What follows belongs to an exercise in optimizing a design on an open flow for a short achievable clock period and few clock cycles; a production flow would make more cautious choices. In this exercise RTL edits were held to simulation tests only and were not proved equivalent to the original. Power figures rest on the tool's default switching activity, not on a simulated workload.

$ cat flow/constraint.sdc
create_clock -name core_clock -period 6.2 [get_ports {clk}]
set_input_delay 1.2400 -clock core_clock [delete_from_list [all_inputs] [get_ports {clk}]]
set_output_delay 1.2400 -clock core_clock [all_outputs]
set_load 0.01 [all_outputs]
$ cat flow/standard.sh
#!/bin/bash
# synth_recipe.tcl (not shown) runs the flow's synth.tcl, then flattens the netlist and writes it again
# the make line also repeats each setting of config.mk as NAME=value (left out here)
make -C /OpenROAD-flow-scripts/flow DESIGN_CONFIG=/design/flow/config.mk WORK_HOME=/design/flow/orfs CLKGATE_MAP_FILE= SYNTH_SCRIPT=/design/flow/synth_recipe.tcl "${@:-finish}"
$ cat flow/design.v
`timescale 1ns/1ns
package mips_pkg;
    typedef logic [31:0] word_t;     
    typedef logic [4:0]  reg_idx_t;  
    typedef logic [5:0]  opcode_t;   
    typedef logic [5:0]  funct_t;    
    typedef logic [3:0]  alu_sel_t;  
    typedef logic [1:0]  fwd_sel_t;  
    function automatic word_t fwd_pick(fwd_sel_t sel, word_t reg_val,
                                       word_t exmem_val, word_t wb_val);
        case (sel)
            2'd1: fwd_pick = exmem_val;  
            2'd2:    fwd_pick = wb_val;     
            default:    fwd_pick = reg_val;
        endcase
    endfunction
endpackage
`timescale 1ns/1ns
module br_decide (
    input  logic [6:0] eq_sel,        
    input  logic [6:0] eqs,           
    input  logic       br_early,
    input  logic       ex_late,
    input  logic       ex_pred,
    input  logic       ex_eq,
    output logic       early_taken,
    output logic       mispredict
);
    assign early_taken = br_early && |(eq_sel & eqs);
    assign mispredict  = ex_late && (ex_eq != ex_pred);
endmodule
module pc_mux4 (
    input  logic       mispredict,
    input  logic       early_taken,
    input  logic [3:0] ex_redir,
    input  logic [3:0] id_target,
    input  logic [3:0] other,
    output logic [3:0] y
);
    assign y = mispredict ? ex_redir : early_taken ? id_target : other;
endmodule
module next_pc (
    input  logic [31:0] id_ra,         
    input  logic [31:0] id_rb,
    input  logic [31:0] wb_val,
    input  logic [31:0] wb2_val,
    input  logic [6:0]  eq_sel,        
    input  logic        br_early,      
    input  logic [31:0] ex_a,          
    input  logic [31:0] ex_b,
    input  logic        ex_late,
    input  logic        ex_pred,
    input  logic [31:0] ex_redir,      
    input  logic [31:0] id_target,
    input  logic [31:0] other,         
    output logic [31:0] pc_next,
    output logic        early_taken,
    output logic        mispredict,    
    output logic        ex_taken
);
    logic [6:0] eqs;
    assign eqs[0] = 1'b1;
    eq32 u_eq1 (.x(id_ra),  .y(id_rb),   .e(eqs[1]));
    eq32 u_eq2 (.x(wb_val), .y(id_rb),   .e(eqs[2]));
    eq32 u_eq3 (.x(wb2_val), .y(id_rb),  .e(eqs[3]));
    eq32 u_eq4 (.x(id_ra),  .y(wb_val),  .e(eqs[4]));
    eq32 u_eq5 (.x(id_ra),  .y(wb2_val), .e(eqs[5]));
    eq32 u_eq6 (.x(wb_val), .y(wb2_val), .e(eqs[6]));
    eq32 u_eqx (.x(ex_a),   .y(ex_b),    .e(ex_taken));
    genvar k;
    generate
        for (k = 0; k < 8; k++) begin : nib
            logic et, mp;
            br_decide u_d (.eq_sel(eq_sel), .eqs(eqs), .br_early(br_early),
                           .ex_late(ex_late), .ex_pred(ex_pred), .ex_eq(ex_taken),
                           .early_taken(et), .mispredict(mp));
            pc_mux4 u_m (.mispredict(mp), .early_taken(et),
                         .ex_redir(ex_redir[4*k +: 4]), .id_target(id_target[4*k +: 4]),
                         .other(other[4*k +: 4]), .y(pc_next[4*k +: 4]));
            if (k == 0) begin : ctl
                assign early_taken = et;
                assign mispredict  = mp;
            end
        end
    endgenerate
endmodule
module pc_port (
    input  logic        clk,
    input  logic [31:0] d,
    output logic [31:0] q
);
    always_ff @(posedge clk) begin
        q <= d;
    end
endmodule
module fast_inc30 (
    input  logic [29:0] x,
    output logic [29:0] s
);
    logic [29:0] a [0:5];           
    assign a[0] = x;
    genvar l, i;
    generate
        for (l = 0; l < 5; l++) begin : lvl
            for (i = 0; i < 30; i++) begin : bit_
                if (i >= (1 << l)) begin : comb
                    if (l % 2 == 0) begin : true_in
                        ks_nand u (.a(a[l][i]), .b(a[l][i-(1<<l)]), .y(a[l+1][i]));
                    end else begin : inv_in
                        ks_nor u (.a(a[l][i]), .b(a[l][i-(1<<l)]), .y(a[l+1][i]));
                    end
                end else begin : pass
                    ks_inv u (.a(a[l][i]), .y(a[l+1][i]));
                end
            end
        end
        for (i = 0; i < 30; i++) begin : sum
            if (i == 0) begin : b0
                ks_inv u (.a(x[i]), .y(s[i]));
            end else begin : bn
                ks_xnor u (.a(x[i]), .b(a[5][i-1]), .y(s[i]));
            end
        end
    endgenerate
endmodule
module mux32 (
    input  logic        s,
    input  logic [31:0] a,          
    input  logic [31:0] b,
    output logic [31:0] y
);
    assign y = s ? a : b;
endmodule
`timescale 1ns/1ns
module add32 (
    input  logic [31:0] x,
    input  logic [31:0] y,
    output logic [31:0] s
);
    assign s = x + y;
endmodule
module ks_nand  (input logic a, input logic b, output logic y); assign y = ~(a & b);  endmodule
module ks_nor   (input logic a, input logic b, output logic y); assign y = ~(a | b);  endmodule
module ks_nandb (input logic a, input logic b, output logic y); assign y = ~(a & ~b); endmodule
module ks_norb  (input logic a, input logic b, output logic y); assign y = ~(a | ~b); endmodule
module ks_inv   (input logic a, output logic y);                assign y = ~a;        endmodule
module ks_xor   (input logic a, input logic b, output logic y); assign y = a ^ b;     endmodule
module ks_xnor  (input logic a, input logic b, output logic y); assign y = ~(a ^ b);  endmodule
module ks_majn  (input logic a, input logic b, input logic c, output logic y);
    assign y = ~((a & b) | ((a | b) & c));
endmodule
module ks_majnb (input logic a, input logic b, input logic c, output logic y);
    assign y = ~((a & ~b) | ((a | ~b) & c));
endmodule
module ks_aoi   (input logic g1, input logic p1, input logic g0, output logic y);
    assign y = ~(g1 | (p1 & g0));
endmodule
module ks_oai   (input logic g1, input logic p1, input logic g0, output logic y);
    assign y = ~(g1 & (p1 | g0));
endmodule
module ks_ao22o (input logic a1, input logic b1, input logic a2, input logic b2,
                 input logic c, output logic y);
    assign y = (a1 & b1) | (a2 & b2) | c;
endmodule
module ks_ao222o (input logic a1, input logic b1, input logic a2, input logic b2,
                  input logic a3, input logic b3, input logic c, output logic y);
    assign y = (a1 & b1) | (a2 & b2) | (a3 & b3) | c;
endmodule
module fast_add32 #(parameter bit SUB = 1'b0) (
    input  logic [31:0] x,
    input  logic [31:0] y,
    input  logic        ci,
    output logic [31:0] s
);
    logic [31:0] h;
    logic [31:0] g [0:5];
    logic [31:0] p [0:5];
    genvar l, i;
    generate
        for (i = 0; i < 32; i++) begin : pg
            if (SUB) begin : s1
                ks_xnor u_h (.a(x[i]), .b(y[i]), .y(h[i]));
                ks_norb u_p (.a(x[i]), .b(y[i]), .y(p[0][i]));
                if (i == 0) begin : b0
                    ks_majnb u_g (.a(x[i]), .b(y[i]), .c(ci), .y(g[0][i]));
                end else begin : bn
                    ks_nandb u_g (.a(x[i]), .b(y[i]), .y(g[0][i]));
                end
            end else begin : s0
                ks_xor u_h (.a(x[i]), .b(y[i]), .y(h[i]));
                ks_nor u_p (.a(x[i]), .b(y[i]), .y(p[0][i]));
                if (i == 0) begin : b0
                    ks_majn u_g (.a(x[i]), .b(y[i]), .c(ci), .y(g[0][i]));
                end else begin : bn
                    ks_nand u_g (.a(x[i]), .b(y[i]), .y(g[0][i]));
                end
            end
        end
        for (l = 0; l < 5; l++) begin : lvl
            for (i = 0; i < 32; i++) begin : bit_
                if (i >= (1 << l)) begin : comb
                    if (l % 2 == 0) begin : inv_in
                        ks_oai u_g (.g1(g[l][i]), .p1(p[l][i]), .g0(g[l][i-(1<<l)]), .y(g[l+1][i]));
                        ks_nor u_p (.a(p[l][i]), .b(p[l][i-(1<<l)]), .y(p[l+1][i]));
                    end else begin : true_in
                        ks_aoi  u_g (.g1(g[l][i]), .p1(p[l][i]), .g0(g[l][i-(1<<l)]), .y(g[l+1][i]));
                        ks_nand u_p (.a(p[l][i]), .b(p[l][i-(1<<l)]), .y(p[l+1][i]));
                    end
                end else begin : pass
                    ks_inv u_g (.a(g[l][i]), .y(g[l+1][i]));
                    assign p[l+1][i] = 1'b0;       
                end
            end
        end
        for (i = 0; i < 32; i++) begin : sum
            if (i == 0) begin : b0
                ks_xor u_s (.a(h[i]), .b(ci), .y(s[i]));
            end else begin : bn
                ks_xor u_s (.a(h[i]), .b(g[5][i-1]), .y(s[i]));
            end
        end
    endgenerate
endmodule
module eq32 (
    input  logic [31:0] x,
    input  logic [31:0] y,
    output logic        e
);
    assign e = x == y;
endmodule
module late_sel (
    input  logic [31:0] add_r,
    input  logic [31:0] sub_r,
    input  logic        f_add,
    input  logic        f_sub,
    input  logic        f_slt,       
    input  logic [31:0] early,
    output logic [31:0] y
);
    genvar i;
    generate
        for (i = 0; i < 32; i++) begin : b
            if (i == 0) begin : b0
                ks_ao222o u (.a1(add_r[i]), .b1(f_add), .a2(sub_r[i]), .b2(f_sub),
                             .a3(sub_r[31]), .b3(f_slt), .c(early[i]), .y(y[i]));
            end else begin : bn
                ks_ao22o u (.a1(add_r[i]), .b1(f_add), .a2(sub_r[i]), .b2(f_sub),
                            .c(early[i]), .y(y[i]));
            end
        end
    endgenerate
endmodule
module alu_fwd (
    input  logic [31:0] x,           
    input  logic [31:0] y,
    input  logic        s_add,       
    input  logic        s_sub,
    input  logic        s_and,
    input  logic        s_or,
    input  logic        s_slt,
    input  logic        s_ld,
    input  logic [31:0] rdata,       
    input  logic [31:0] a_id,        
    input  logic [31:0] b_id,
    input  logic [31:0] imm,
    input  logic        fwd_a,       
    input  logic        fwd_b,
    input  logic        use_imm,
    input  logic        is_sw,
    output logic [31:0] res,
    output logic [31:0] next_a,
    output logic [31:0] next_b,
    output logic [31:0] next_sd      
);
    logic [31:0] add_r, sub_r;
    logic        slt_k1, slt_k2;     
    logic [31:0] res_e;              
    fast_add32 #(.SUB(1'b0)) u_add (.x(x), .y(y), .ci(1'b0), .s(add_r));
    fast_add32 #(.SUB(1'b1)) u_sub (.x(x), .y(y), .ci(1'b1), .s(sub_r));
    assign slt_k1 = x[31] & ~y[31];
    assign slt_k2 = x[31] ~^ y[31];
    assign res_e = ({32{s_and}} & (x & y)) |
                   ({32{s_or}}  & (x | y)) |
                   {31'd0, s_slt & slt_k1} |
                   ({32{s_ld}}  & rdata);
    logic        b_fwd;
    logic        sd_fwd;
    logic [31:0] a_e, b_e, sd_e;
    assign b_fwd  = fwd_b && !use_imm;
    assign sd_fwd = fwd_b && is_sw;
    assign a_e    = fwd_a ? res_e : a_id;
    assign b_e    = use_imm ? imm : fwd_b ? res_e : b_id;
    assign sd_e   = !is_sw ? 32'd0 : fwd_b ? res_e : b_id;
    late_sel u_res (.add_r(add_r), .sub_r(sub_r), .f_add(s_add), .f_sub(s_sub),
                    .f_slt(s_slt && slt_k2), .early(res_e), .y(res));
    late_sel u_na  (.add_r(add_r), .sub_r(sub_r), .f_add(fwd_a && s_add),
                    .f_sub(fwd_a && s_sub), .f_slt(fwd_a && s_slt && slt_k2),
                    .early(a_e), .y(next_a));
    late_sel u_nb  (.add_r(add_r), .sub_r(sub_r), .f_add(b_fwd && s_add),
                    .f_sub(b_fwd && s_sub), .f_slt(b_fwd && s_slt && slt_k2),
                    .early(b_e), .y(next_b));
    late_sel u_nsd (.add_r(add_r), .sub_r(sub_r), .f_add(sd_fwd && s_add),
                    .f_sub(sd_fwd && s_sub), .f_slt(sd_fwd && s_slt && slt_k2),
                    .early(sd_e), .y(next_sd));
endmodule
`timescale 1ns/1ns
module mips_pipeline (
    input  logic            clk,
    input  logic            rstn,
    output mips_pkg::word_t imem_addr,
    input  mips_pkg::word_t imem_instr,
    output mips_pkg::word_t dmem_addr,
    output mips_pkg::word_t dmem_wdata,
    output logic            dmem_we,
    output logic            dmem_re,
    input  mips_pkg::word_t dmem_rdata
);
    logic [31:0] pc;
    logic [31:0] pc_next;
    logic        d_we;                
    logic [4:0]  d_dst;
    logic [31:0] regs [1:31];
    logic        pend;                
    logic [31:0] pend_target;
    logic [63:0] bht;                 
    logic        id_valid;
    logic        id_pred;             
    logic [31:0] id_instr;
    logic [31:0] id_pc;
    logic [31:0] id_t0;               
    logic [15:0] id_moff;             
    logic [31:0] id_ra;               
    logic [31:0] id_rb;
    logic        id_a_wb, id_a_wb2;   
    logic        id_b_wb, id_b_wb2;   
    logic        id_dep_a, id_dep_b;  
    logic [6:0]  id_eq_sel;           
    logic        id_br_early;         
    logic        id_is_r, id_is_addi, id_is_lw, id_is_sw, id_is_beq;
    logic        id_writes;           
    logic [4:0]  id_dst;
    logic        id_late;             
    logic        id_agi;              
    logic [31:0] ex_a;                
    logic [31:0] ex_b;                
    logic [31:0] ex_maddr;
    logic [31:0] ex_redir;            
    logic        ex_pred;
    logic [5:0]  ex_bidx;
    logic [4:0]  ex_dst;
    logic        ex_we;
    logic        ex_re;
    logic        ex_st;
    logic        ex_late;             
    logic        ex_add, ex_sub, ex_and, ex_or, ex_slt, ex_ld;   
    logic [31:0] st_data;             
    logic [31:0] wb_val;
    logic [4:0]  wb_dst;
    logic        wb_we;
    logic [31:0] wb2_val;
    logic [4:0]  wb2_dst;
    logic        wb2_we;
    logic [31:0] pc4;
    logic [31:0] f_imm;
    logic [31:0] f_t0;
    logic [31:0] rf_a, rf_b;
    logic [4:0]  f_rs, f_rt;
    pc_port u_pc_port (.clk(clk), .d(pc_next), .q(imem_addr));    
    logic [29:0] pc_inc;
    fast_inc30 u_pc4 (.x(pc[31:2]), .s(pc_inc));
    assign pc4       = {pc_inc, pc[1:0]};
    assign f_imm     = {{16{imem_instr[15]}}, imem_instr[15:0]};
    fast_add32 u_target (.x(pc), .y({f_imm[29:0], 2'b00}), .ci(1'b0), .s(f_t0));
    assign f_rs      = imem_instr[25:21];
    assign f_rt      = imem_instr[20:16];
    assign rf_a      = (f_rs == 5'd0) ? 32'd0 : regs[f_rs];
    assign rf_b      = (f_rt == 5'd0) ? 32'd0 : regs[f_rt];
    logic       f_is_r, f_is_addi, f_is_lw, f_is_sw, f_is_beq;
    logic [4:0] f_dst;
    assign f_is_r    = imem_instr[31:26] == 6'h00;
    assign f_is_addi = imem_instr[31:26] == 6'h08;
    assign f_is_lw   = imem_instr[31:26] == 6'h23;
    assign f_is_sw   = imem_instr[31:26] == 6'h2b;
    assign f_is_beq  = imem_instr[31:26] == 6'h04;
    assign f_dst     = f_is_r ? imem_instr[15:11] : imem_instr[20:16];
    logic       n_a_wb, n_a_wb2, n_b_wb, n_b_wb2, n_dep_a, n_dep_b;
    logic [6:0] n_eq_sel;
    assign n_a_wb  = ex_we && ex_dst == f_rs;
    assign n_b_wb  = ex_we && ex_dst == f_rt;
    assign n_a_wb2 = wb_we && wb_dst == f_rs;
    assign n_b_wb2 = wb_we && wb_dst == f_rt;
    assign n_dep_a = d_we && !rstn && d_dst == f_rs;
    assign n_dep_b = d_we && !rstn && d_dst == f_rt;
    always_comb begin
        n_eq_sel = '0;
        if (f_rs == f_rt)
            n_eq_sel[0] = 1'b1;
        else
            case ({n_a_wb, n_a_wb2 && !n_a_wb, n_b_wb, n_b_wb2 && !n_b_wb})
                4'b1010, 4'b0101: n_eq_sel[0] = 1'b1;
                4'b1000:          n_eq_sel[2] = 1'b1;
                4'b0100:          n_eq_sel[3] = 1'b1;
                4'b0010:          n_eq_sel[4] = 1'b1;
                4'b0001:          n_eq_sel[5] = 1'b1;
                4'b1001, 4'b0110: n_eq_sel[6] = 1'b1;
                default:          n_eq_sel[1] = 1'b1;
            endcase
    end
    logic [5:0]  op, fn;
    logic [4:0]  rs, rt, rd;
    logic [31:0] imm;
    logic        is_r, is_addi, is_lw, is_sw, is_beq;
    logic [31:0] a, b;
    logic        replay;
    logic        go;                  
    logic        late;
    logic        early_taken;
    logic [31:0] maddr;
    logic [31:0] id_target;
    assign id_target = id_t0 + 32'd4;
    assign op  = id_instr[31:26];
    assign fn  = id_instr[5:0];
    assign rs  = id_instr[25:21];
    assign rt  = id_instr[20:16];
    assign rd  = id_instr[15:11];
    assign imm = {{16{id_instr[15]}}, id_instr[15:0]};
    assign is_r    = id_valid && id_is_r;
    assign is_addi = id_valid && id_is_addi;
    assign is_lw   = id_valid && id_is_lw;
    assign is_sw   = id_valid && id_is_sw;
    assign is_beq  = id_valid && id_is_beq;
    assign d_dst = id_dst;
    assign d_we  = id_valid && id_writes;
    assign a = id_a_wb ? wb_val : id_a_wb2 ? wb2_val : id_ra;
    assign b = id_b_wb ? wb_val : id_b_wb2 ? wb2_val : id_rb;
    assign late   = id_valid && id_late;
    assign replay = id_valid && id_agi;
    assign go     = !replay;
    logic [31:0] maddr_r, maddr_w, maddr_w2;
    logic [31:0] moff;
    assign moff = {{16{id_moff[15]}}, id_moff};
    fast_add32 u_ma_r  (.x(id_ra),   .y(moff), .ci(1'b0), .s(maddr_r));
    fast_add32 u_ma_w  (.x(wb_val),  .y(moff), .ci(1'b0), .s(maddr_w));
    fast_add32 u_ma_w2 (.x(wb2_val), .y(moff), .ci(1'b0), .s(maddr_w2));
    assign maddr = id_a_wb ? maddr_w : id_a_wb2 ? maddr_w2 : maddr_r;
    logic [31:0] res;
    logic [31:0] next_a, next_b, next_sd;
    alu_fwd u_alu (
        .x(ex_a), .y(ex_b),
        .s_add(ex_add), .s_sub(ex_sub), .s_and(ex_and), .s_or(ex_or), .s_slt(ex_slt),
        .s_ld(ex_ld), .rdata(dmem_rdata),
        .a_id(a), .b_id(b), .imm(imm),
        .fwd_a(id_dep_a), .fwd_b(id_dep_b), .use_imm(is_addi), .is_sw(is_sw),
        .res(res), .next_a(next_a), .next_b(next_b), .next_sd(next_sd)
    );
    logic        mispredict;
    logic        ex_taken;
    logic [31:0] other;
    logic        at_reset_pc;
    logic        seq;                 
    logic [31:0] other2;
    assign at_reset_pc = pc == 32'h0040_0000;
    assign seq    = !rstn && !replay && !pend && !(late && id_pred);
    assign other2 = rstn ? (at_reset_pc ? 32'h0040_0000 + 32'd4 : 32'h0040_0000) :
                    replay ? id_pc : pend ? pend_target : id_target;
    mux32 u_other (.s(seq), .a(pc4), .b(other2), .y(other));
    next_pc u_next_pc (
        .id_ra(id_ra), .id_rb(id_rb), .wb_val(wb_val), .wb2_val(wb2_val),
        .eq_sel(id_eq_sel), .br_early(id_valid && id_br_early && !rstn),
        .ex_a(ex_a), .ex_b(ex_b), .ex_late(ex_late && !rstn), .ex_pred(ex_pred),
        .ex_redir(ex_redir),
        .id_target(id_target), .other(other),
        .pc_next(pc_next), .early_taken(early_taken), .mispredict(mispredict),
        .ex_taken(ex_taken)
    );
    assign dmem_addr  = ex_maddr;
    assign dmem_wdata = st_data;
    assign dmem_we    = ex_st;
    assign dmem_re    = ex_re;
    always_ff @(posedge clk) begin
        pc <= pc_next;
    end
    always_ff @(posedge clk) begin
        if (rstn)
            pend <= 1'b0;
        else
            pend <= mispredict && early_taken;
        pend_target <= id_target;
    end
    always_ff @(posedge clk) begin
        if (rstn)
            bht <= '0;
        else if (ex_late)
            bht[ex_bidx] <= ex_taken;
    end
    always_ff @(posedge clk) begin
        if (rstn)
            id_valid <= at_reset_pc;          
        else
            id_valid <= !mispredict && !replay;
    end
    always_ff @(posedge clk) begin
        id_instr  <= imem_instr;
        id_moff   <= (imem_instr[31:26] == 6'h23 || imem_instr[31:26] == 6'h2b) ?
                     imem_instr[15:0] : 16'd0;
        id_pc     <= pc;
        id_pred   <= bht[pc[7:2]];
        id_t0     <= f_t0;
        id_ra     <= rf_a;
        id_rb     <= rf_b;
        id_a_wb   <= n_a_wb;
        id_b_wb   <= n_b_wb;
        id_a_wb2  <= n_a_wb2;
        id_b_wb2  <= n_b_wb2;
        id_dep_a  <= n_dep_a;
        id_dep_b  <= n_dep_b;
        id_eq_sel <= n_eq_sel;
        id_br_early <= f_is_beq && (f_rs == f_rt || !(n_dep_a || n_dep_b));
        id_late     <= f_is_beq && f_rs != f_rt && (n_dep_a || n_dep_b);
        id_agi      <= (f_is_lw || f_is_sw) && n_dep_a;
        id_is_r     <= f_is_r;
        id_is_addi  <= f_is_addi;
        id_is_lw    <= f_is_lw;
        id_is_sw    <= f_is_sw;
        id_is_beq   <= f_is_beq;
        id_writes   <= (f_is_r || f_is_addi || f_is_lw) && f_dst != 5'd0;
        id_dst      <= f_dst;
    end
    always_ff @(posedge clk) begin
        if (rstn || !go) begin
            ex_we   <= 1'b0;
            ex_re   <= 1'b0;
            ex_st   <= 1'b0;
            ex_late <= 1'b0;
        end else begin
            ex_we   <= d_we;
            ex_re   <= is_lw;
            ex_st   <= is_sw;
            ex_late <= late;
        end
    end
    always_ff @(posedge clk) begin
        ex_a      <= next_a;
        ex_b      <= next_b;
        st_data   <= next_sd;
        ex_maddr  <= maddr;
        ex_redir  <= id_pred ? id_pc + 32'd8 : id_target;
        ex_pred   <= id_pred;
        ex_bidx   <= id_pc[7:2];
        ex_dst    <= d_dst;
        ex_ld     <= op == 6'h23;
        ex_add    <= !(op == 6'h00 && (fn == 6'h22 || fn == 6'h24 || fn == 6'h25 ||
                                       fn == 6'h2a)) && op != 6'h23;
        ex_sub    <= op == 6'h00 && fn == 6'h22;
        ex_and    <= op == 6'h00 && fn == 6'h24;
        ex_or     <= op == 6'h00 && fn == 6'h25;
        ex_slt    <= op == 6'h00 && fn == 6'h2a;
    end
    always_ff @(posedge clk) begin
        if (rstn) begin
            wb_we  <= 1'b0;
            wb2_we <= 1'b0;
        end else begin
            wb_we  <= ex_we;
            wb2_we <= wb_we;
        end
    end
    always_ff @(posedge clk) begin
        wb_val  <= res;
        wb_dst  <= ex_dst;
        wb2_val <= wb_val;
        wb2_dst <= wb_dst;
    end
    always_ff @(posedge clk) begin
        if (wb_we)
            regs[wb_dst] <= wb_val;
    end
endmodule
$ cat flow/flow/run.sh
#!/bin/bash
# The standard layout (standard.sh, the standard flow's own ORFS run on this design),
# with one change: synthesis does not lift half and full adders into the
# library's adder cells (ADDER_MAP_FILE left empty), so the gate-level
# optimiser keeps the adders' carry logic and maps it for speed.
# make's full output goes to flow_make.log here; each ORFS step also keeps
# its own log under orfs/logs/.
set -euo pipefail
bash standard.sh ADDER_MAP_FILE= finish > flow_make.log 2>&1
$ cat flow/config.mk
export PLATFORM = sky130hd
export DESIGN_NAME = mips_pipeline
export DESIGN_NICKNAME = mips_pipeline
export VERILOG_FILES = /design/flow/design.v
export SDC_FILE = /design/flow/constraint.sdc
export NUM_CORES = 4
export LEC_CHECK = 0
export ABC_CLOCK_PERIOD_IN_PS = 2500
export CAP_MARGIN = 20
export CORE_MARGIN = 2
export CORE_UTILIZATION = 40
export SETUP_SLACK_MARGIN = 4
export SLEW_MARGIN = 20
export SYNTH_HIERARCHICAL = 1
==> results of run 1 <==
## Yosys stat by module (local to each module, per instance), a selection
module | area [um^2] | cells | copies in the design | flip-flops and latches
pc_port | 640.6 | 32 | 1 | 32
mux32 | 544.3 | 36 | 1 | 0
eq32 | 346.6 | 43 | 7 | 0
pc_mux4 | 86.33 | 13 | 8 | 0
ks_norb | 13.76 | 1 | 30 | 0
ks_majn | 12.51 | 2 | 5 | 0
ks_xor | 8.758 | 1 | 352 | 0
ks_xnor | 8.758 | 1 | 61 | 0
ks_nandb | 6.256 | 1 | 30 | 0
ks_inv | 3.754 | 1 | 218 | 0
ks_nor | 3.754 | 1 | 510 | 0
next_pc | 3.754 | 1 | 1 | 0
ks_nand | 3.754 | 1 | 468 | 0
## critical path: stages, from the launching register on
cell and delay [ps]:
sky130_fd_sc_hd__dfxtp_4 400, sky130_fd_sc_hd__xor2_1 190, sky130_fd_sc_hd__nor4_4 430, sky130_fd_sc_hd__nand4_1 200, sky130_fd_sc_hd__nor2_4 160, sky130_fd_sc_hd__buf_12 140, sky130_fd_sc_hd__buf_6 110, sky130_fd_sc_hd__buf_6 90
sky130_fd_sc_hd__a22oi_2 60, sky130_fd_sc_hd__a31oi_4 240, sky130_fd_sc_hd__buf_12 160, sky130_fd_sc_hd__mux2i_1 190, sky130_fd_sc_hd__o21ai_1 90
## cells in the final DEF, fill, tap and decap left out, types with 76 or more instances in the layout
cell                        Yosys  final
sky130_fd_sc_hd__o21ai_1      465    268
sky130_fd_sc_hd__nand2_2        0     76
sky130_fd_sc_hd__o21ai_0      269    229
sky130_fd_sc_hd__dfxtp_2        0    109
sky130_fd_sc_hd__o21ai_4        0     77
sky130_fd_sc_hd__nor2_2         0    161
sky130_fd_sc_hd__edfxtp_1     992    992
sky130_fd_sc_hd__a221o_1      132    130
sky130_fd_sc_hd__mux4_2       444    444
sky130_fd_sc_hd__buf_4         17    380
sky130_fd_sc_hd__clkbuf_16      0    196
sky130_fd_sc_hd__o21ai_2        1    161
sky130_fd_sc_hd__mux2_2       130     77
sky130_fd_sc_hd__buf_12         3     93
sky130_fd_sc_hd__inv_1        308    270
sky130_fd_sc_hd__buf_6         32    142
sky130_fd_sc_hd__dfxtp_1      606    308
sky130_fd_sc_hd__a21oi_2      312    278
sky130_fd_sc_hd__nor3_1       139    113
sky130_fd_sc_hd__xnor2_1      100     96
sky130_fd_sc_hd__nor2_4         0    200
sky130_fd_sc_hd__dfxtp_4        0    189
sky130_fd_sc_hd__mux2i_1      302    297
sky130_fd_sc_hd__nor2_1       642    281
sky130_fd_sc_hd__mux2_4        30     83
sky130_fd_sc_hd__xor2_1       625    539
sky130_fd_sc_hd__nand2_1      717    617
sky130_fd_sc_hd__a221oi_2      33    112
sky130_fd_sc_hd__a21oi_1      186    178
## area by class of cell
class,count,area [um^2],area share
flip-flops and latches,1598,42770,0.3772
clock inverters,87,1314,0.01159
inverters,308,1211,0.01068
diodes,4,10.01,0.00008829
well taps,2838,3551,0.03132
repair buffers,849,10640,0.09381
multi-input cells,5322,49180,0.4338
clock buffers,233,4703,0.04149
## flip-flops by register name, summed over array words and instances (netlist names), 7 cells and up
signal,count
regs,992
bht,64
ex_a,32
ex_b,32
ex_maddr,32
ex_redir,32
id_pc,32
id_ra,32
id_rb,32
id_t0,32
pc,32
pend_target,32
st_data,32
u_pc_port.q,32
wb2_val,32
wb_val,32
id_instr,22
id_moff,16
id_eq_sel,7
## kinds of logic after synthesis
group	count (synthesis)	share of synthesized area
multiplexers	906	0.1722
buffers and inverters	658	0.03411
flip-flops	1598	0.4832
AND/OR/NAND/NOR	1975	0.1046
other	4	0.0001730
XOR/XNOR	725	0.07320
AO/OA/AOI/OAI	1678	0.1325
## metal layers
metal,part of all wire,vias to the layer above,global-route usage
li1,-,29700,-
met1,0.39,35810,0.4183
met2,0.44,4564,0.4772
met3,0.11,966,0.07461
met4,0.057,10,0.1528
met5,0.00019,-,0
## how the worst max path moves through the flow
| stage | startpoint | to | slack (ps) |
|---|---|---|---|
| CTS | u_pc_port.q[8] | imem_addr[8] | 3540 |
| floorplan | wb_dst[3] | regs[8][0] | 3280 |
| finish | id_ra[31] | u_pc_port.q[23] | 3450 |
| global route | id_rb[27] | u_pc_port.q[28] | 3400 |
| detailed placement | wb_val[13] | u_pc_port.q[23] | 1910 |
| global placement | wb_val[13] | u_pc_port.q[18] | 1960 |
## power groups by stage
stage | sequential, mW | combinational [mW] | clock (mW)
2_1_floorplan | 15.1 | 5.47 | 0
3_3_place_gp | 16.1 | 8.41 | 0
3_5_place_dp | 16.1 | 8.47 | 0
4_1_cts | 15.5 | 11.3 | 11.0
5_1_grt | 15.7 | 13.5 | 11.5
6_report | 15.7 | 12.9 | 11.0
## what timing repair did
item / in CTS / in global routing
hold buffers: 0 / 0
pin swaps: 247 / 339
gates resized for setup: 1785 / 738
gates cloned: 57 / 24
setup buffers: 310 / 167
endpoints found under the setup margin: 1502 / 708
==> Implementation_results.wiki, run 1 <==
{| class="wikitable"
! Metric !! Value
|-
| Power density relative to cell area || 349.1 nW/um^2
|-
| Max H-tree Level || 4
|-
| Status || complete, no violations
|-
| Distinct cell type count of the synthesized netlist || 79
|-
| Slew margin rel. || 0.2962
|-
| Type of the most critical hold path || flip-flop to flip-flop
|-
| Switching part of the total || 0.3769
|-
| Transition time at the pin with the least slew margin || 1056 ps
|-
| Count of pins over their slew limit || 0
|-
| Reported leakage power || 40.16 nW
|-
| Clock edge transition at the registers on the reported setup and hold paths || 60 ps
|-
| Portion of synthesized cell area occupied by the leading cell type || 0.3434
|-
| Most instantiated library cell after synthesis || sky130_fd_sc_hd__edfxtp_1
|-
| Number of fill cells in the layout || 17960
|-
| TritonCTS clock tree || built
|-
| Antenna violations before repair || 19
|-
| Final Core Density || 0.5272
|-
| Number of nets in the layout || 8317
|-
| Final cycle utilization of the critical path || 0.4437
|-
| Max rail drop VDD || 0.0002786 V
|-
| Final Skew || 132.9 ps
|-
| DRC violation count after routing || 0
|-
| Clock network latency to the later pin of the worst-skew pair || 900 ps
|-
| Synth async-reset ratio || 0
|-
| Count of max-cap constraint violations || 0
|-
| Avg Cell Area, Syn || 11.50 um^2
|-
| Number of antenna-violating nets in the routed design || 0
|-
| Post-synthesis cell count || 7544
|-
| Final Non-Filler Cells || 11240
|-
| Switching pwr || 14.92 mW
|-
| Number of design-rule violations left by the first detailed-router iteration || 10240
|-
| RSZ-0062 raised after global routing || yes
|-
| Cell count after placement || 10360
|-
| Highest attainable clock frequency || 363.5 MHz
|-
| Worst-case clock buffer depth || 3
|-
| Layout overhead on the synthesized area || 30.69%
|-
| Die W || 469.7 um
|-
| Part of the power in combinational logic || 0.327
|-
| Power consumption || 39.58 mW
|-
| Startpoint kind of the worst setup timing path || flip-flop
|-
| Top post-synthesis cells by area || sky130_fd_sc_hd__edfxtp_1 (34%), sky130_fd_sc_hd__dfxtp_1 (14%), sky130_fd_sc_hd__mux4_2 (12%)
|-
| Final TNS setup || 0 ps
|-
| Min-Delay Startpoint || ex_dst[1]
|-
| Category of the worst setup path capture point || flip-flop
|-
| Hpwl dp || 219400 um
|-
| Overflow left after global routing || 0
|-
| Wire length of the first global-routing pass || 499200 um
|-
| Internal power of the cells || 24.66 mW
|-
| Drt pass-1 iters || 9
|-
| Flip-flop cell with the highest count after synthesis || sky130_fd_sc_hd__edfxtp_1
|-
| Count of vias placed by the detailed router || 71050
|-
| Ports || 164
|-
| Via density per instance || 6.321
|-
| Share of power burned in the clock network || 0.277
|-
| Setup slack of the critical path after layout || 3449 ps
|-
| Placement Setup Slack || 1914 ps
|-
| Sink count of the clock tree || 1598
|-
| Average routed wire per standard cell || 32.43 um
|-
| Final Setup Violations || 0
|-
| Worst reg2reg endpoint || u_pc_port.q[23]
|-
| Hold Crit Depth || 0
|-
| Sequential share of the synthesized area || 0.4832
|-
| Netlist Area Pre-Place || 86750 um^2
|-
| Number of standard-cell rows in the floorplan || 170
|-
| Proportion of layout cells with a drive suffix above 1 || 0.4142
|-
| Effective utilization at floorplan || 0.4034
|-
| I/O Buffers || 163
|-
| TritonCTS buffer count || 172
|-
| Largest area contributor in the synthesized netlist || sky130_fd_sc_hd__edfxtp_1
|-
| Buffer type at the clock tree root || sky130_fd_sc_hd__clkbuf_16
|-
| Signal arrival time at the worst endpoint || 3400 ps
|-
| Crit path max fanout || 5
|-
| Worst path required time || 6850 ps
|-
| Post-route cell area || 113400 um^2
|-
| Hold worst-path end || wb_dst[1]
|-
| Largest net degree at the start of global routing || 83
|-
| Die boundary height || 469.7 um
|-
| Final number of hold-violating endpoints || 0
|-
| Commonest cells in the synthesized netlist || sky130_fd_sc_hd__edfxtp_1 (992), sky130_fd_sc_hd__nand2_1 (717), sky130_fd_sc_hd__nor2_1 (642)
|-
| Number of synthesized flops with an enable pin || 992
|-
| Placed Instance Area || 93120 um^2
|-
| Worst slack on hold paths || 353.5 ps
|-
| Core area || 215000 um^2
|-
| Die Footprint || 220600 um^2
|-
| R2R Path Start || id_ra[31]
|-
| Worst-case register-to-register setup slack || 3450 ps
|-
| Total track usage || 0.3130
|-
| Yosys warns || 23
|-
| Number of global-route vias before repair || 67250
|-
| Critical path start-end classification || flip-flop to flip-flop
|-
| Number of synthesized register bits || 1598
|-
| Reg2Reg Depth || 12
|-
| Crit path time final || 2751 ps
|-
| Global placement routability congestion || 0.9843
|-
| Detailed-route wire length || 364500 um
|-
| Sequential fraction of design power || 0.397
|}
Testbench counts, summed over its fixed seeds: cycles 23,115.
==> run 2, diff against run 1 <==
--- a/flow/design.v
+++ b/flow/design.v
@@ -47,2 +47,3 @@
     input  logic [6:0]  eq_sel,        
+    input  logic        eq0,           
     input  logic        br_early,      
@@ -61,3 +62,3 @@
     logic [6:0] eqs;
-    assign eqs[0] = 1'b1;
+    assign eqs[0] = eq0;
     eq32 u_eq1 (.x(id_ra),  .y(id_rb),   .e(eqs[1]));
@@ -305,2 +306,12 @@
 endmodule
+module sum_is_zero (
+    input  logic [31:0] x,
+    input  logic [31:0] y,
+    output logic        z
+);
+    logic [31:0] h, o;
+    assign h = x ^ y;
+    assign o = x | y;
+    assign z = !h[0] && (h[31:1] == o[30:0]);
+endmodule
 `timescale 1ns/1ns
@@ -320,2 +331,4 @@
     logic        d_we;                
+    logic        zero_ok;             
+    logic        zero_val;            
     logic [4:0]  d_dst;
@@ -337,2 +350,3 @@
     logic [6:0]  id_eq_sel;           
+    logic        id_eq_always;        
     logic        id_br_early;         
@@ -354,2 +368,3 @@
     logic        ex_late;             
+    logic        ex_zero;             
     logic        ex_add, ex_sub, ex_and, ex_or, ex_slt, ex_ld;   
@@ -387,2 +402,3 @@
     logic [6:0] n_eq_sel;
+    logic       n_late_z;             
     assign n_a_wb  = ex_we && ex_dst == f_rs;
@@ -393,5 +409,9 @@
     assign n_dep_b = d_we && !rstn && d_dst == f_rt;
+    assign n_late_z = f_is_beq && ((f_rs == 5'd0) != (f_rt == 5'd0)) &&
+                      (n_dep_a || n_dep_b) && zero_ok;
     always_comb begin
         n_eq_sel = '0;
-        if (f_rs == f_rt)
+        if (n_late_z)
+            n_eq_sel[0] = 1'b1;
+        else if (f_rs == f_rt)
             n_eq_sel[0] = 1'b1;
@@ -419,3 +439,5 @@
     logic [31:0] id_target;
-    assign id_target = id_t0 + 32'd4;
+    logic [29:0] t0_inc;
+    fast_inc30 u_target4 (.x(id_t0[31:2]), .s(t0_inc));
+    assign id_target = {t0_inc, id_t0[1:0]};
     assign op  = id_instr[31:26];
@@ -436,2 +458,8 @@
     assign late   = id_valid && id_late;
+    logic zr_r, zr_w, zr_w2;
+    sum_is_zero u_zr_r  (.x(id_ra),   .y(imm), .z(zr_r));
+    sum_is_zero u_zr_w  (.x(wb_val),  .y(imm), .z(zr_w));
+    sum_is_zero u_zr_w2 (.x(wb2_val), .y(imm), .z(zr_w2));
+    assign zero_ok  = is_addi && !id_dep_a;
+    assign zero_val = id_a_wb ? zr_w : id_a_wb2 ? zr_w2 : zr_r;
     assign replay = id_valid && id_agi;
@@ -468,3 +496,4 @@
         .id_ra(id_ra), .id_rb(id_rb), .wb_val(wb_val), .wb2_val(wb2_val),
-        .eq_sel(id_eq_sel), .br_early(id_valid && id_br_early && !rstn),
+        .eq_sel(id_eq_sel), .eq0(id_eq_always || ex_zero),
+        .br_early(id_valid && id_br_early && !rstn),
         .ex_a(ex_a), .ex_b(ex_b), .ex_late(ex_late && !rstn), .ex_pred(ex_pred),
@@ -517,4 +546,5 @@
         id_eq_sel <= n_eq_sel;
-        id_br_early <= f_is_beq && (f_rs == f_rt || !(n_dep_a || n_dep_b));
-        id_late     <= f_is_beq && f_rs != f_rt && (n_dep_a || n_dep_b);
+        id_br_early <= f_is_beq && (f_rs == f_rt || !(n_dep_a || n_dep_b) || n_late_z);
+        id_late     <= f_is_beq && f_rs != f_rt && (n_dep_a || n_dep_b) && !n_late_z;
+        id_eq_always <= !n_late_z;
         id_agi      <= (f_is_lw || f_is_sw) && n_dep_a;
@@ -550,2 +580,3 @@
         ex_dst    <= d_dst;
+        ex_zero   <= zero_val;
         ex_ld     <= op == 6'h23;
==> Implementation_results.wiki, run 2 <==
{| class="wikitable"
! Metric !! Value
|-
| Status || complete, no violations
|-
| Die W || 476.1 um (+1.4%)
|-
| Signal arrival time at the worst endpoint || 3350 ps (-50 ps)
|-
| Top post-synthesis cells by area || sky130_fd_sc_hd__edfxtp_1 (33%), sky130_fd_sc_hd__mux4_2 (15%), sky130_fd_sc_hd__dfxtp_1 (14%)
|-
| Worst slack on hold paths || 381.3 ps (+27.74 ps)
|-
| Final number of hold-violating endpoints || 0 (unchanged)
|-
| Average routed wire per standard cell || 32.63 um (+0.63%)
|-
| Largest net degree at the start of global routing || 98 (+18%)
|-
| Sequential share of the synthesized area || 0.4706 (-0.01259)
|-
| Avg Cell Area, Syn || 11.54 um^2 (+0.31%)
|-
| Highest-count cells in the layout ignoring fill and taps || sky130_fd_sc_hd__edfxtp_1 (992), sky130_fd_sc_hd__nand2_1 (682), sky130_fd_sc_hd__mux4_2 (592), sky130_fd_sc_hd__xor2_1 (547), sky130_fd_sc_hd__nor2_1 (486)
|-
| Final Skew || 34.08 ps (-98.81 ps)
|-
| Effective utilization at floorplan || 0.4018 (-0.001571)
|-
| Netlist Area Pre-Place || 89160 um^2 (+2.8%)
|-
| Core area || 221900 um^2 (+3.2%)
|-
| Distinct cell type count of the synthesized netlist || 73 (-7.6%)
|-
| Buffer type at the clock tree root || sky130_fd_sc_hd__clkbuf_16
|-
| Number of fill cells in the layout || 18690 (+4.0%)
|-
| Worst path required time || 6930 ps (+80 ps)
|-
| Number of synthesized flops with an enable pin || 992 (unchanged)
|-
| Proportion of layout cells with a drive suffix above 1 || 0.3910 (-0.02316)
|-
| Power density relative to cell area || 355.7 nW/um^2 (+1.9%)
|-
| Critical-path cell list || buf_8 > xor2_1 > nor4_2 > nand4_1 > nor2_4 > buf_12 > a22oi_1 > a31oi_4 > buf_12 > mux2i_1 > o21ai_1
|-
| Number of standard-cell rows in the floorplan || 173 (+1.8%)
|-
| Wire length of the first global-routing pass || 511300 um (+2.4%)
|-
| Transition time at the pin with the least slew margin || 1029 ps (-26.20 ps)
|-
| Number of nets in the layout || 8464 (+1.8%)
|-
| Clock edge transition at the registers on the reported setup and hold paths || 60 ps (about the same)
|-
| Max rail drop VDD || 0.0002570 V (-7.7%)
|-
| Hpwl dp || 219800 um (+0.16%)
|-
| Worst-case clock buffer depth || 3 (unchanged)
|-
| Largest area contributor in the synthesized netlist || sky130_fd_sc_hd__edfxtp_1
|-
| Critical path start-end classification || flip-flop to flip-flop
|-
| Peak per-stage delay on the critical path || 470 ps (+40 ps)
|-
| Slew margin rel. || 0.3064 (+0.01022)
|-
| DRC violation count after routing || 0 (unchanged)
|-
| Number of design-rule violations left by the first detailed-router iteration || 10370 (+1.3%)
|-
| Type of the most critical hold path || flip-flop to flip-flop
|-
| Global placement routability congestion || 1.037 (+5.4%)
|-
| Post-synthesis cell count || 7729 (+2.5%)
|-
| Final TNS setup || 0 ps (unchanged)
|-
| Number of antenna-violating nets in the routed design || 0 (unchanged)
|-
| Regs by FF count || regs (992), bht (64)
|-
| Count of pins over their slew limit || 0 (unchanged)
|-
| Drt pass-1 iters || 8 (-1)
|-
| Final Setup Violations || 0 (unchanged)
|-
| Detailed-route wire length || 376400 um (+3.3%)
|-
| Count of vias placed by the detailed router || 72910 (+2.6%)
|-
| Die boundary height || 476.1 um (+1.4%)
|-
| Synth async-reset ratio || 0 (unchanged)
|-
| Clock network latency to the later pin of the worst-skew pair || 850 ps (-50 ps)
|-
| Commonest cells in the synthesized netlist || sky130_fd_sc_hd__edfxtp_1 (992), sky130_fd_sc_hd__nor2_1 (866), sky130_fd_sc_hd__nand2_1 (781)
|-
| Reported leakage power || 40.18 nW (about the same)
|-
| Number of global-route vias before repair || 69030 (+2.7%)
|-
| Overflow left after global routing || 0 (unchanged)
|-
| Final Core Density || 0.5178 (-0.009406)
|-
| Via density per instance || 6.321 (about the same)
|-
| Crit path max fanout || 8 (+3)
|-
| Antenna violations before repair || 25 (+6)
|-
| Layout overhead on the synthesized area || 28.86%
|-
| Crit path time final || 2616 ps (-135.1 ps)
|-
| Number of synthesized register bits || 1600 (+0.13%)
|-
| TritonCTS clock tree || built
|-
| Sequential Area || 42780 um^2 (about the same)
|-
| Max H-tree Level || 4 (unchanged)
|-
| Area taken by multi-input logic gates || 50580 um^2 (+2.8%)
|-
| RSZ-0062 raised after global routing || yes
|-
| Highest attainable clock frequency || 382.3 MHz (+5.2%)
|-
| Count of max-cap constraint violations || 0 (unchanged)
|-
| Worst path most repeated cell || sky130_fd_sc_hd__buf_12
|-
| I/O Buffers || 163 (unchanged)
|-
| Cell class contributing the biggest share of worst-path delay || simple AND/OR/NAND/NOR gates
|-
| Number of buffers and inverters on the critical path || 3 (-1)
|-
| Most instantiated library cell after synthesis || sky130_fd_sc_hd__edfxtp_1
|-
| Yosys warns || 23 (unchanged)
|-
| Category of the worst setup path capture point || flip-flop
|-
| Die Footprint || 226700 um^2 (+2.7%)
|-
| Worst-path cell with the longest stage delay || sky130_fd_sc_hd__nor4_2
|-
| Leading cell type in the layout, fill and taps excluded || sky130_fd_sc_hd__edfxtp_1
|-
| Final cycle utilization of the critical path || 0.4219 (-0.02179)
|-
| Flip-flop count of the largest register after layout || 992 (unchanged)
|-
| Top reg by flops || regs
|-
| Sink count of the clock tree || 1600 (+0.13%)
|-
| Portion of synthesized cell area occupied by the leading cell type || 0.3341 (-0.009262)
|-
| Startpoint kind of the worst setup timing path || flip-flop
|-
| Total track usage || 0.3130 (about the same)
|-
| TritonCTS buffer count || 169 (-1.7%)
|-
| Ports || 164 (unchanged)
|-
| Flip-flop cell with the highest count after synthesis || sky130_fd_sc_hd__edfxtp_1
|}
## run 2: changes by cell type after synthesis, moves of 28 or more
cell                       previous run  this run
sky130_fd_sc_hd__nor2_1             642       866
sky130_fd_sc_hd__xnor2_1            100       259
sky130_fd_sc_hd__mux4_2             444       592
sky130_fd_sc_hd__mux2_2             130        10
sky130_fd_sc_hd__a221oi_1           108         4
sky130_fd_sc_hd__nor3_1             139        59
sky130_fd_sc_hd__nand2_1            717       781
sky130_fd_sc_hd__a22o_1               1        64
sky130_fd_sc_hd__o21ai_0            269       221
sky130_fd_sc_hd__o221ai_1            41         0
sky130_fd_sc_hd__mux2i_1            302       268
sky130_fd_sc_hd__inv_1              308       336
## run 2: layout make-up
cell class	count	share of cell area
diodes	16	0.0003485
clock inverters	93	0.01096
well taps	2975	0.03240
flip-flops and latches	1600	0.3724
repair buffers	794	0.09206
clock buffers	224	0.04036
multi-input cells	5496	0.4403
inverters	337	0.01121
## run 2: logic make-up (layout without fill, tap and decap cells)
group                  Yosys count  in the layout  synth area share
AND/OR/NAND/NOR               2140           2145            0.1067
flip-flops                    1600           1600            0.4706
buffers and inverters          658           1448           0.03306
other                            3             39         0.0001263
multiplexers                   900            900            0.1859
XOR/XNOR                       880            880           0.08645
AO/OA/AOI/OAI                 1548           1548            0.1171
## run 2: through the flow
step | total power, mW | std cells | setup slack, ps | cell area [um^2]
after global routing | 41.87 | 11520 | 3550 | 114900
after global placement | 25.46 | 10710 | 2108 | 95030
after floorplan | 21.22 | 7749 | 3290 | 90540
final | 40.86 | 11540 | 3584 | 114900
after CTS | 38.88 | 11350 | 3556 | 110000
after detailed placement | 25.54 | 10710 | 2092 | 95030
## run 2: final timing paths
path                                start         endpoint  slack, ps  cells after the start
worst max-delay path            id_ra[31]  u_pc_port.q[31]       3580                     11
worst min-delay path             id_t0[0]   pend_target[0]        380                      0
worst max register to register  id_ra[31]  u_pc_port.q[31]       3580                     11
worst min register to register   id_t0[0]   pend_target[0]        380                      0
## run 2: per-layer routing
metal  share of wire  GRT usage
met1            0.37     0.4047
met2            0.44     0.4754
met3            0.12    0.07641
met4           0.077     0.1880
met5         0.00022          0
## run 2: timing repair
item / CTS / global route
gates resized for setup: 1807 / 714
setup buffers: 267 / 137
gates cloned: 64 / 28
hold buffers: 0 / 0
pin swaps: 267 / 345
setup endpoints to repair: 1390 / 682
## run 2: per-module statistics from Yosys, one instance, submodules excluded, a selection
module / area, um^2 / flip-flops and latches / cells
ks_majn: 12.51 / 0 / 2
ks_ao22o: 10.01 / 0 / 1
ks_nandb: 6.256 / 0 / 1
pc_port: 640.6 / 32 / 32
sum_is_zero: 782.0 / 0 / 114
ks_xnor: 8.758 / 0 / 1
ks_ao222o: 16.27 / 0 / 3
ks_nand: 3.754 / 0 / 1
pc_mux4: 86.33 / 0 / 13
mux32: 544.3 / 0 / 36
ks_xor: 8.758 / 0 / 1
ks_nor: 3.754 / 0 / 1
ks_norb: 13.76 / 0 / 1
ks_oai: 5.005 / 0 / 1
## run 2: report_power, final
part           leakage [nW]  internal [mW]  switching, mW  total [mW]
registers              14.1           13.4           2.42        15.8
logic                  23.2           5.40           8.77        14.2
clock network          2.88           6.25           4.58        10.8
total                  40.2           25.1           15.8        40.9
Testbench counts of run 2, summed over its fixed seeds: cycles 22,987.
==> run 3, diff against run 2 <==
--- a/flow/design.v
+++ b/flow/design.v
@@ -134,2 +134,20 @@
 endmodule
+module cmp_copy (
+    input  logic        clk,
+    input  logic [31:0] rf_a,
+    input  logic [31:0] rf_b,
+    input  logic [31:0] res,            
+    input  logic [31:0] wb_val,         
+    output logic [31:0] ra,
+    output logic [31:0] rb,
+    output logic [31:0] w,
+    output logic [31:0] w2
+);
+    always_ff @(posedge clk) begin
+        ra <= rf_a;
+        rb <= rf_b;
+        w  <= res;
+        w2 <= wb_val;
+    end
+endmodule
 `timescale 1ns/1ns
@@ -494,4 +512,7 @@
     mux32 u_other (.s(seq), .a(pc4), .b(other2), .y(other));
+    logic [31:0] c_ra, c_rb, c_w, c_w2;   
+    cmp_copy u_cmp_copy (.clk(clk), .rf_a(rf_a), .rf_b(rf_b), .res(res), .wb_val(wb_val),
+                         .ra(c_ra), .rb(c_rb), .w(c_w), .w2(c_w2));
     next_pc u_next_pc (
-        .id_ra(id_ra), .id_rb(id_rb), .wb_val(wb_val), .wb2_val(wb2_val),
+        .id_ra(c_ra), .id_rb(c_rb), .wb_val(c_w), .wb2_val(c_w2),
         .eq_sel(id_eq_sel), .eq0(id_eq_always || ex_zero),
==> Implementation_results.wiki, run 3 <==
{| class="wikitable"
! Metric !! Value
|-
| Critical-path cell list || buf_6
|-
| Worst path required time || 4960 ps (-1970 ps)
|-
| Type of the most critical hold path || flip-flop to flip-flop
|-
| Most instantiated library cell after synthesis || sky130_fd_sc_hd__edfxtp_1
|-
| Top reg by flops || regs
|-
| Number of fill cells in the layout || 19490 (+4.3%)
|-
| Count of vias placed by the detailed router || 75050 (+2.9%)
|-
| Number of standard-cell rows in the floorplan || 176 (+1.7%)
|-
| Count of max-cap constraint violations || 0 (unchanged)
|-
| Status || complete, no violations
|-
| Leading cell type in the layout, fill and taps excluded || sky130_fd_sc_hd__edfxtp_1
|-
| Commonest cells in the synthesized netlist || sky130_fd_sc_hd__edfxtp_1 (992), sky130_fd_sc_hd__nor2_1 (873), sky130_fd_sc_hd__nand2_1 (863)
|-
| Number of global-route vias before repair || 71530 (+3.6%)
|-
| Die boundary height || 484.0 um (+1.7%)
|-
| Worst-path cell with the longest stage delay || sky130_fd_sc_hd__dfxtp_4
|-
| Final number of hold-violating endpoints || 0 (unchanged)
|-
| I/O Buffers || 163 (unchanged)
|-
| Die W || 484.0 um (+1.7%)
|-
| Global placement routability congestion || 0.9911 (-4.4%)
|-
| Max rail drop VDD || 0.0003397 V (+32%)
|-
| Clock network latency to the later pin of the worst-skew pair || 910 ps (+60 ps)
|-
| Antenna violations before repair || 34 (+36%)
|-
| DRC violation count after routing || 0 (unchanged)
|-
| Number of nets in the layout || 8925 (+5.4%)
|-
| Peak per-stage delay on the critical path || 420 ps (-50 ps)
|-
| Number of synthesized flops with an enable pin || 992 (unchanged)
|-
| Signal arrival time at the worst endpoint || 1400 ps (-1950 ps)
|-
| Slew margin rel. || 0.2372 (-0.06924)
|-
| Core area || 229500 um^2 (+3.4%)
|-
| Sink count of the clock tree || 1728 (+8.0%)
|-
| Transition time at the pin with the least slew margin || 1139 ps (+109.6 ps)
|-
| Final Non-Filler Cells || 12050 (+4.5%)
|-
| Synth async-reset ratio || 0 (unchanged)
|-
| Final cycle utilization of the critical path || 0.4260 (+0.004074)
|-
| Effective utilization at floorplan || 0.4017 (about the same)
|-
| Buffer type at the clock tree root || sky130_fd_sc_hd__clkbuf_16
|-
| Overflow left after global routing || 0 (unchanged)
|-
| Startpoint kind of the worst setup timing path || flip-flop
|-
| Distinct cell type count of the synthesized netlist || 79 (+8.2%)
|-
| Sequential share of the synthesized area || 0.4831 (+0.01242)
|-
| CTS Hold Buffers Added || 0 (unchanged)
|-
| Via density per instance || 6.226 (-1.5%)
|-
| Hpwl dp || 252700 um (+15%)
|-
| Number of buffers and inverters on the critical path || 1 (-2)
|-
| Regs by FF count || regs (992), bht (64)
|-
| Proportion of layout cells with a drive suffix above 1 || 0.4038 (+0.01272)
|-
| Clock edge transition at the registers on the reported setup and hold paths || 60 ps (about the same)
|-
| Number of synthesized register bits || 1728 (+8.0%)
|-
| Power consumption || 42.76 mW (+4.6%)
|-
| Reported leakage power || 42.33 nW (+5.4%)
|-
| Final TNS setup || 0 ps (unchanged)
|-
| Routed length on met3 || 45920 um (+3.5%)
|-
| Layout overhead on the synthesized area || 29.84%
|-
| Cell class contributing the biggest share of worst-path delay || flip-flops
|-
| Count of pins over their slew limit || 0 (unchanged)
|-
| Die Footprint || 234300 um^2 (+3.4%)
|-
| Flip-flop count of the largest register after layout || 992 (unchanged)
|-
| Ports || 164 (unchanged)
|-
| Largest area contributor in the synthesized netlist || sky130_fd_sc_hd__edfxtp_1
|-
| Highest attainable clock frequency || 378.7 MHz (-0.96%)
|-
| Netlist Area Pre-Place || 92170 um^2 (+3.4%)
|-
| Power density relative to cell area || 357.3 nW/um^2 (+0.45%)
|-
| Wire length of the first global-routing pass || 538900 um (+5.4%)
|-
| Yosys warns || 24 (+4.3%)
|-
| Total track usage || 0.3203 (+0.007301)
|-
| Detailed-route wire length || 394400 um (+4.8%)
|-
| Worst-case clock buffer depth || 3 (unchanged)
|-
| TritonCTS buffer count || 183 (+8.3%)
|-
| Max H-tree Level || 4 (unchanged)
|-
| Crit path time final || 2641 ps (+25.26 ps)
|-
| WL met1 || 153300 um (+11%)
|-
| Portion of synthesized cell area occupied by the leading cell type || 0.3232 (-0.01092)
|-
| Largest net degree at the start of global routing || 74 (-24%)
|-
| Number of antenna-violating nets in the routed design || 0 (unchanged)
|-
| Top Layer Used || met5
|-
| Critical path start-end classification || flip-flop to output port
|-
| Met2 Wirelength || 170000 um (+3.3%)
|-
| Avg Cell Area, Syn || 11.26 um^2 (-2.4%)
|-
| Drt pass-1 iters || 8 (unchanged)
|-
| Flip-flop cell with the highest count after synthesis || sky130_fd_sc_hd__edfxtp_1
|-
| Average routed wire per standard cell || 32.72 um (+0.27%)
|-
| Final Skew || 102.0 ps (+67.88 ps)
|-
| Category of the worst setup path capture point || output port
|-
| RSZ-0062 raised after global routing || yes
|-
| Number of design-rule violations left by the first detailed-router iteration || 10510 (+1.3%)
|-
| Highest-count cells in the layout ignoring fill and taps || sky130_fd_sc_hd__edfxtp_1 (992), sky130_fd_sc_hd__nand2_1 (730), sky130_fd_sc_hd__xor2_1 (546), sky130_fd_sc_hd__nor2_1 (505)
|-
| Crit path max fanout || 1 (-7)
|-
| Top post-synthesis cells by area || sky130_fd_sc_hd__edfxtp_1 (32%), sky130_fd_sc_hd__dfxtp_1 (16%), sky130_fd_sc_hd__mux4_2 (10%)
|-
| Final Setup Violations || 0 (unchanged)
|-
| Cell count after placement || 11240 (+5.0%)
|-
| TritonCTS clock tree || built
|-
| Post-synthesis cell count || 8187 (+5.9%)
|}
## run 3: cell types whose count changed after synthesis, moves of 23 or more
cell	delta
sky130_fd_sc_hd__a221oi_1	+113
sky130_fd_sc_hd__a21oi_1	+38
sky130_fd_sc_hd__o221ai_1	+44
sky130_fd_sc_hd__mux2_2	+172
sky130_fd_sc_hd__buf_2	+23
sky130_fd_sc_hd__nand2_1	+82
sky130_fd_sc_hd__mux4_2	-173
sky130_fd_sc_hd__dfxtp_1	+128
sky130_fd_sc_hd__a22o_1	-63
sky130_fd_sc_hd__mux2i_1	+79
## run 3: logic make-up (layout without fill, tap and decap cells)
| kind of cell | count (synthesis) | count (layout) | share of synthesized area |
|---|---|---|---|
| AND/OR/NAND/NOR | 2235 | 2242 | 0.1071 |
| flip-flops | 1728 | 1728 | 0.4831 |
| AO/OA/AOI/OAI | 1684 | 1684 | 0.1259 |
| multiplexers | 978 | 978 | 0.1672 |
| XOR/XNOR | 875 | 875 | 0.08315 |
| buffers and inverters | 684 | 1483 | 0.03352 |
| other | 3 | 37 | 0.0001222 |
## run 3: cell type report
class / count / area, um^2 / area share
multi-input cells: 5802 / 52670 / 0.4401
flip-flops and latches: 1728 / 45180 / 0.3775
repair buffers: 803 / 10520 / 0.08793
clock buffers: 243 / 4995 / 0.04174
well taps: 3026 / 3786 / 0.03164
inverters: 341 / 1363 / 0.01139
clock inverters: 96 / 1119 / 0.009347
diodes: 14 / 35.03 / 0.0002927
## run 3: layer usage
layer,track usage,vias up
met5,0,-
met4,0.1728,12
met2,0.4726,4804
met1,0.4307,37690
li1,-,31500
met3,0.08225,1046
## run 3: stage by stage
step	instance area [um^2]	utilization	hold WS, ps	setup slack [ps]
2_1_floorplan	93720	-	329.0	3289
5_1_grt	119600	0.5214	384.5	3534
3_3_place_gp	98700	0.4301	380.6	1803
4_1_cts	114000	0.4970	328.7	3498
3_5_place_dp	98700	0.4301	377.3	1763
6_report	119700	0.5215	365.7	3559
## run 3: Yosys stat by module (local to each module, per instance), excerpt
module / flops+latches / times used / area [um^2] / cells
ks_nandb: 0 / 30 / 6.256 / 1
ks_nand: 0 / 534 / 3.754 / 1
ks_oai: 0 / 432 / 5.005 / 1
ks_nor: 0 / 558 / 3.754 / 1
ks_ao222o: 0 / 4 / 16.27 / 3
ks_aoi: 0 / 312 / 8.758 / 1
mips_pipeline: 1568 / 1 / 64270 / 4013
ks_xnor: 0 / 90 / 8.758 / 1
br_decide: 0 / 8 / 50.05 / 7
## run 3: path summary, 6_finish.rpt
path                                 startpoint        endpoint  slack, ps  cells after the start
worst max register to register          ex_b[6]         bht[30]       3650                     12
worst max-delay path            u_pc_port.q[30]   imem_addr[30]       3560                      1
worst min register to register         id_t0[0]  pend_target[0]        370                      0
worst min-delay path                   id_t0[0]  pend_target[0]        370                      0
## run 3: power breakdown
group          internal [mW]  switching [mW]
Clock                   6.25            5.00
Combinational           5.35            9.24
Sequential              14.5            2.44
## run 3: repair_timing
action	CTS	global route
pin swaps	312	355
endpoints found under the hold margin	0	0
endpoints found under the setup margin	1482	715
gates cloned	66	23
setup buffers	226	144
resized for setup	1912	900
Testbench counts of run 3, summed over its fixed seeds: cycles 22,987.
==> run 4, diff against run 3 <==
--- a/flow/design.v
+++ b/flow/design.v
@@ -63,9 +63,9 @@
     assign eqs[0] = eq0;
-    eq32 u_eq1 (.x(id_ra),  .y(id_rb),   .e(eqs[1]));
-    eq32 u_eq2 (.x(wb_val), .y(id_rb),   .e(eqs[2]));
-    eq32 u_eq3 (.x(wb2_val), .y(id_rb),  .e(eqs[3]));
-    eq32 u_eq4 (.x(id_ra),  .y(wb_val),  .e(eqs[4]));
-    eq32 u_eq5 (.x(id_ra),  .y(wb2_val), .e(eqs[5]));
-    eq32 u_eq6 (.x(wb_val), .y(wb2_val), .e(eqs[6]));
-    eq32 u_eqx (.x(ex_a),   .y(ex_b),    .e(ex_taken));
+    fast_eq32 u_eq1 (.x(id_ra),  .y(id_rb),   .e(eqs[1]));
+    fast_eq32 u_eq2 (.x(wb_val), .y(id_rb),   .e(eqs[2]));
+    fast_eq32 u_eq3 (.x(wb2_val), .y(id_rb),  .e(eqs[3]));
+    fast_eq32 u_eq4 (.x(id_ra),  .y(wb_val),  .e(eqs[4]));
+    fast_eq32 u_eq5 (.x(id_ra),  .y(wb2_val), .e(eqs[5]));
+    fast_eq32 u_eq6 (.x(wb_val), .y(wb2_val), .e(eqs[6]));
+    fast_eq32 u_eqx (.x(ex_a),   .y(ex_b),    .e(ex_taken));
     genvar k;
@@ -334,2 +334,32 @@
 endmodule
+module fast_eq32 (
+    input  logic [31:0] x,
+    input  logic [31:0] y,
+    output logic        e
+);
+    logic [31:0] d;
+    logic [15:0] l1;                
+    logic [7:0]  l2;                
+    logic [3:0]  l3;
+    logic [1:0]  l4;                
+    genvar i;
+    generate
+        for (i = 0; i < 32; i++) begin : x_
+            ks_xor u (.a(x[i]), .b(y[i]), .y(d[i]));
+        end
+        for (i = 0; i < 16; i++) begin : a1
+            ks_nor u (.a(d[2*i]), .b(d[2*i+1]), .y(l1[i]));
+        end
+        for (i = 0; i < 8; i++) begin : a2
+            ks_nand u (.a(l1[2*i]), .b(l1[2*i+1]), .y(l2[i]));
+        end
+        for (i = 0; i < 4; i++) begin : a3
+            ks_nor u (.a(l2[2*i]), .b(l2[2*i+1]), .y(l3[i]));
+        end
+        for (i = 0; i < 2; i++) begin : a4
+            ks_nand u (.a(l3[2*i]), .b(l3[2*i+1]), .y(l4[i]));
+        end
+    endgenerate
+    ks_nor u5 (.a(l4[0]), .b(l4[1]), .y(e));
+endmodule
 `timescale 1ns/1ns
==> Implementation_results.wiki, run 4 <==
{| class="wikitable"
! Metric !! Value
|-
| Status || complete, no violations
|-
| Number of synthesized flops with an enable pin || 992 (unchanged)
|-
| Distinct cell type count of the synthesized netlist || 79 (unchanged)
|-
| Final cycle utilization of the critical path || 0.4235 (-0.002432)
|-
| Number of design-rule violations left by the first detailed-router iteration || 10220 (-2.7%)
|-
| Global placement routability congestion || 0.9969 (+0.59%)
|-
| Cell count after placement || 11380 (+1.2%)
|-
| Number of antenna-violating nets in the routed design || 0 (unchanged)
|-
| Netlist Area Pre-Place || 92520 um^2 (+0.38%)
|-
| Largest net degree at the start of global routing || 112 (+51%)
|-
| Antenna violations before repair || 24 (-29%)
|-
| Detailed-route wire length || 385100 um (-2.4%)
|-
| Drt pass-1 iters || 7 (-1)
|-
| Clock network latency to the later pin of the worst-skew pair || 860 ps (-50 ps)
|-
| Sequential share of the synthesized area || 0.4812 (-0.001829)
|-
| TritonCTS buffer count || 180 (-1.6%)
|-
| RSZ-0062 raised after global routing || yes
|-
| Max H-tree Level || 4 (unchanged)
|-
| Max rail drop VDD || 0.0002746 V (-19%)
|-
| Largest area contributor in the synthesized netlist || sky130_fd_sc_hd__edfxtp_1
|-
| Wire length of the first global-routing pass || 523000 um (-2.9%)
|-
| Number of global-route vias before repair || 70800 (-1.0%)
|-
| DRC violation count after routing || 0 (unchanged)
|-
| Die boundary height || 484.9 um (+0.19%)
|-
| Top reg by flops || regs
|-
| Flip-flop cell with the highest count after synthesis || sky130_fd_sc_hd__edfxtp_1
|-
| Sink count of the clock tree || 1728 (unchanged)
|-
| Count of vias placed by the detailed router || 74980 (-0.096%)
|-
| Flip-flop count of the largest register after layout || 992 (unchanged)
|-
| Crit path max fanout || 7 (+6)
|-
| I/O Buffers || 163 (unchanged)
|-
| Final Skew || 42.32 ps (-59.64 ps)
|-
| Leading cell type in the layout, fill and taps excluded || sky130_fd_sc_hd__edfxtp_1
|-
| Ports || 164 (unchanged)
|}
==> run 4: worst max-delay path: stages, from the launching register on <==
cell and delay, ps:
sky130_fd_sc_hd__dfxtp_4 440, sky130_fd_sc_hd__xor2_1 190, sky130_fd_sc_hd__nor2_1 70, sky130_fd_sc_hd__nand2_1 90
sky130_fd_sc_hd__nor2_1 50, sky130_fd_sc_hd__nand2_1 100, sky130_fd_sc_hd__nor2_4 80, sky130_fd_sc_hd__a222oi_1 700
sky130_fd_sc_hd__a31oi_4 210, sky130_fd_sc_hd__buf_12 200, sky130_fd_sc_hd__mux2i_1 120, sky130_fd_sc_hd__o21ai_1 240
==> run 4: Yosys stat by module, one instance, submodules excluded, a selection <==
module | cells | flops+latches
br_decide | 7 | 0
cmp_copy | 128 | 128
ks_ao222o | 3 | 0
ks_majn | 2 | 0
ks_nand | 1 | 0
ks_oai | 1 | 0
ks_xnor | 1 | 0
ks_xor | 1 | 0
mips_pipeline | 4013 | 1568
pc_mux4 | 13 | 0
pc_port | 32 | 32
sum_is_zero | 114 | 0
==> run 4: area by class of cell <==
| class | instances | area, um^2 |
|---|---|---|
| Antenna cell | 8 | 20.02 |
| Inverter | 341 | 1292 |
| Clock buffer | 261 | 5213 |
| Sequential cell | 1728 | 45200 |
| Tap cell | 3026 | 3786 |
| Fill cell | 19790 | 112300 |
| Timing Repair Buffer | 767 | 9442 |
| Clock inverter | 75 | 982.2 |
| Multi-Input combinational cell | 5949 | 51630 |
==> run 4: power by group <==
part / switching [mW] / total (mW) / internal (mW) / leakage [nW]
Sequential: 2.44 / 16.9 / 14.5 / 15.1
Combinational: 8.37 / 13.2 / 4.88 / 23.7
Clock: 4.84 / 11.4 / 6.58 / 3.03
Total: 15.6 / 41.6 / 25.9 / 41.9
==> run 4: stage by stage <==
step           cell area (um^2)  hold slack [ps]    util  setup WS (ps)
2_1_floorplan             94070            329.0       -           3289
3_3_place_gp              99030            359.1  0.4307           2099
3_5_place_dp              99080            364.2  0.4310           2085
4_1_cts                  111900            377.5  0.4869           3545
5_1_grt                  117600            390.8  0.5113           3579
6_report                 117600            383.9  0.5114           3574
==> run 4: timing repair <==
item                        CTS  global route
pin swaps                   162           335
gates resized for setup    1580           835
setup endpoints to repair  1597           579
buffers inserted            181           178
cloned                       44            33
==> run 4: kinds of logic after synthesis <==
logic type / count (synthesis) / synth area share
xor gates and xnor gates: 875 / 0.08283
muxes: 978 / 0.1666
buffers and inverters: 684 / 0.03339
AOI/OAI and AO/OA: 1684 / 0.1254
and+or+nand+nor: 2375 / 0.1105
DFF: 1728 / 0.4812
other: 3 / 0.0001217
==> run 4: worst paths after layout <==
kind / start / to / slack, ps / cells after the start
setup reg to reg: u_cmp_copy.rb[12] / u_pc_port.q[31] / 3570 / 11
hold reg to reg: wb_val[29] / wb2_val[29] / 380 / 0
hold / removal: wb_val[29] / wb2_val[29] / 380 / 0
setup / recovery: u_cmp_copy.rb[12] / u_pc_port.q[31] / 3570 / 11
==> run 4: routing by layer <==
layer / up-vias / GRT usage / part of all wire
met3: 1047 / 0.06429 / 0.11
li1: 31720 / - / -
met2: 4788 / 0.4745 / 0.44
met4: 12 / 0.1635 / 0.068
met5: - / 0 / 0.00021
met1: 37410 / 0.4109 / 0.38
Testbench counts of run 4, summed over its fixed seeds: cycles 22,987.

==> static timing again, ports no longer ideal <==
The flow's constraints put no driver on any port. The routed layouts listed below were extracted and timed again, unchanged, in two steps. Step 1: set_driving_cell puts a clkbuf_16 on clk and a buf_2 on each other input, an assumption about the parent block. Step 2, shift: input delay + t, output delay - t, t = (earliest + latest rising clock arrival at the registers) / 2. This alone moves slack from input paths to output paths. Slacks: no drivers / after step 1 / after step 2; pairs: no drivers / after step 1.
| run | shift t [ns] | setup slack, ns |
|---|---|---|
| run 1 | 0.916 | 3.449 / 3.449 / 2.642 |
| run 2 | 0.926 | 3.584 / 3.523 / 2.625 |
| run 3 | 0.967 | 3.559 / 3.452 / 2.641 |
| run 4 | 0.933 | 3.574 / 3.509 / 2.576 |
After both steps setup and hold are still met in every run listed.
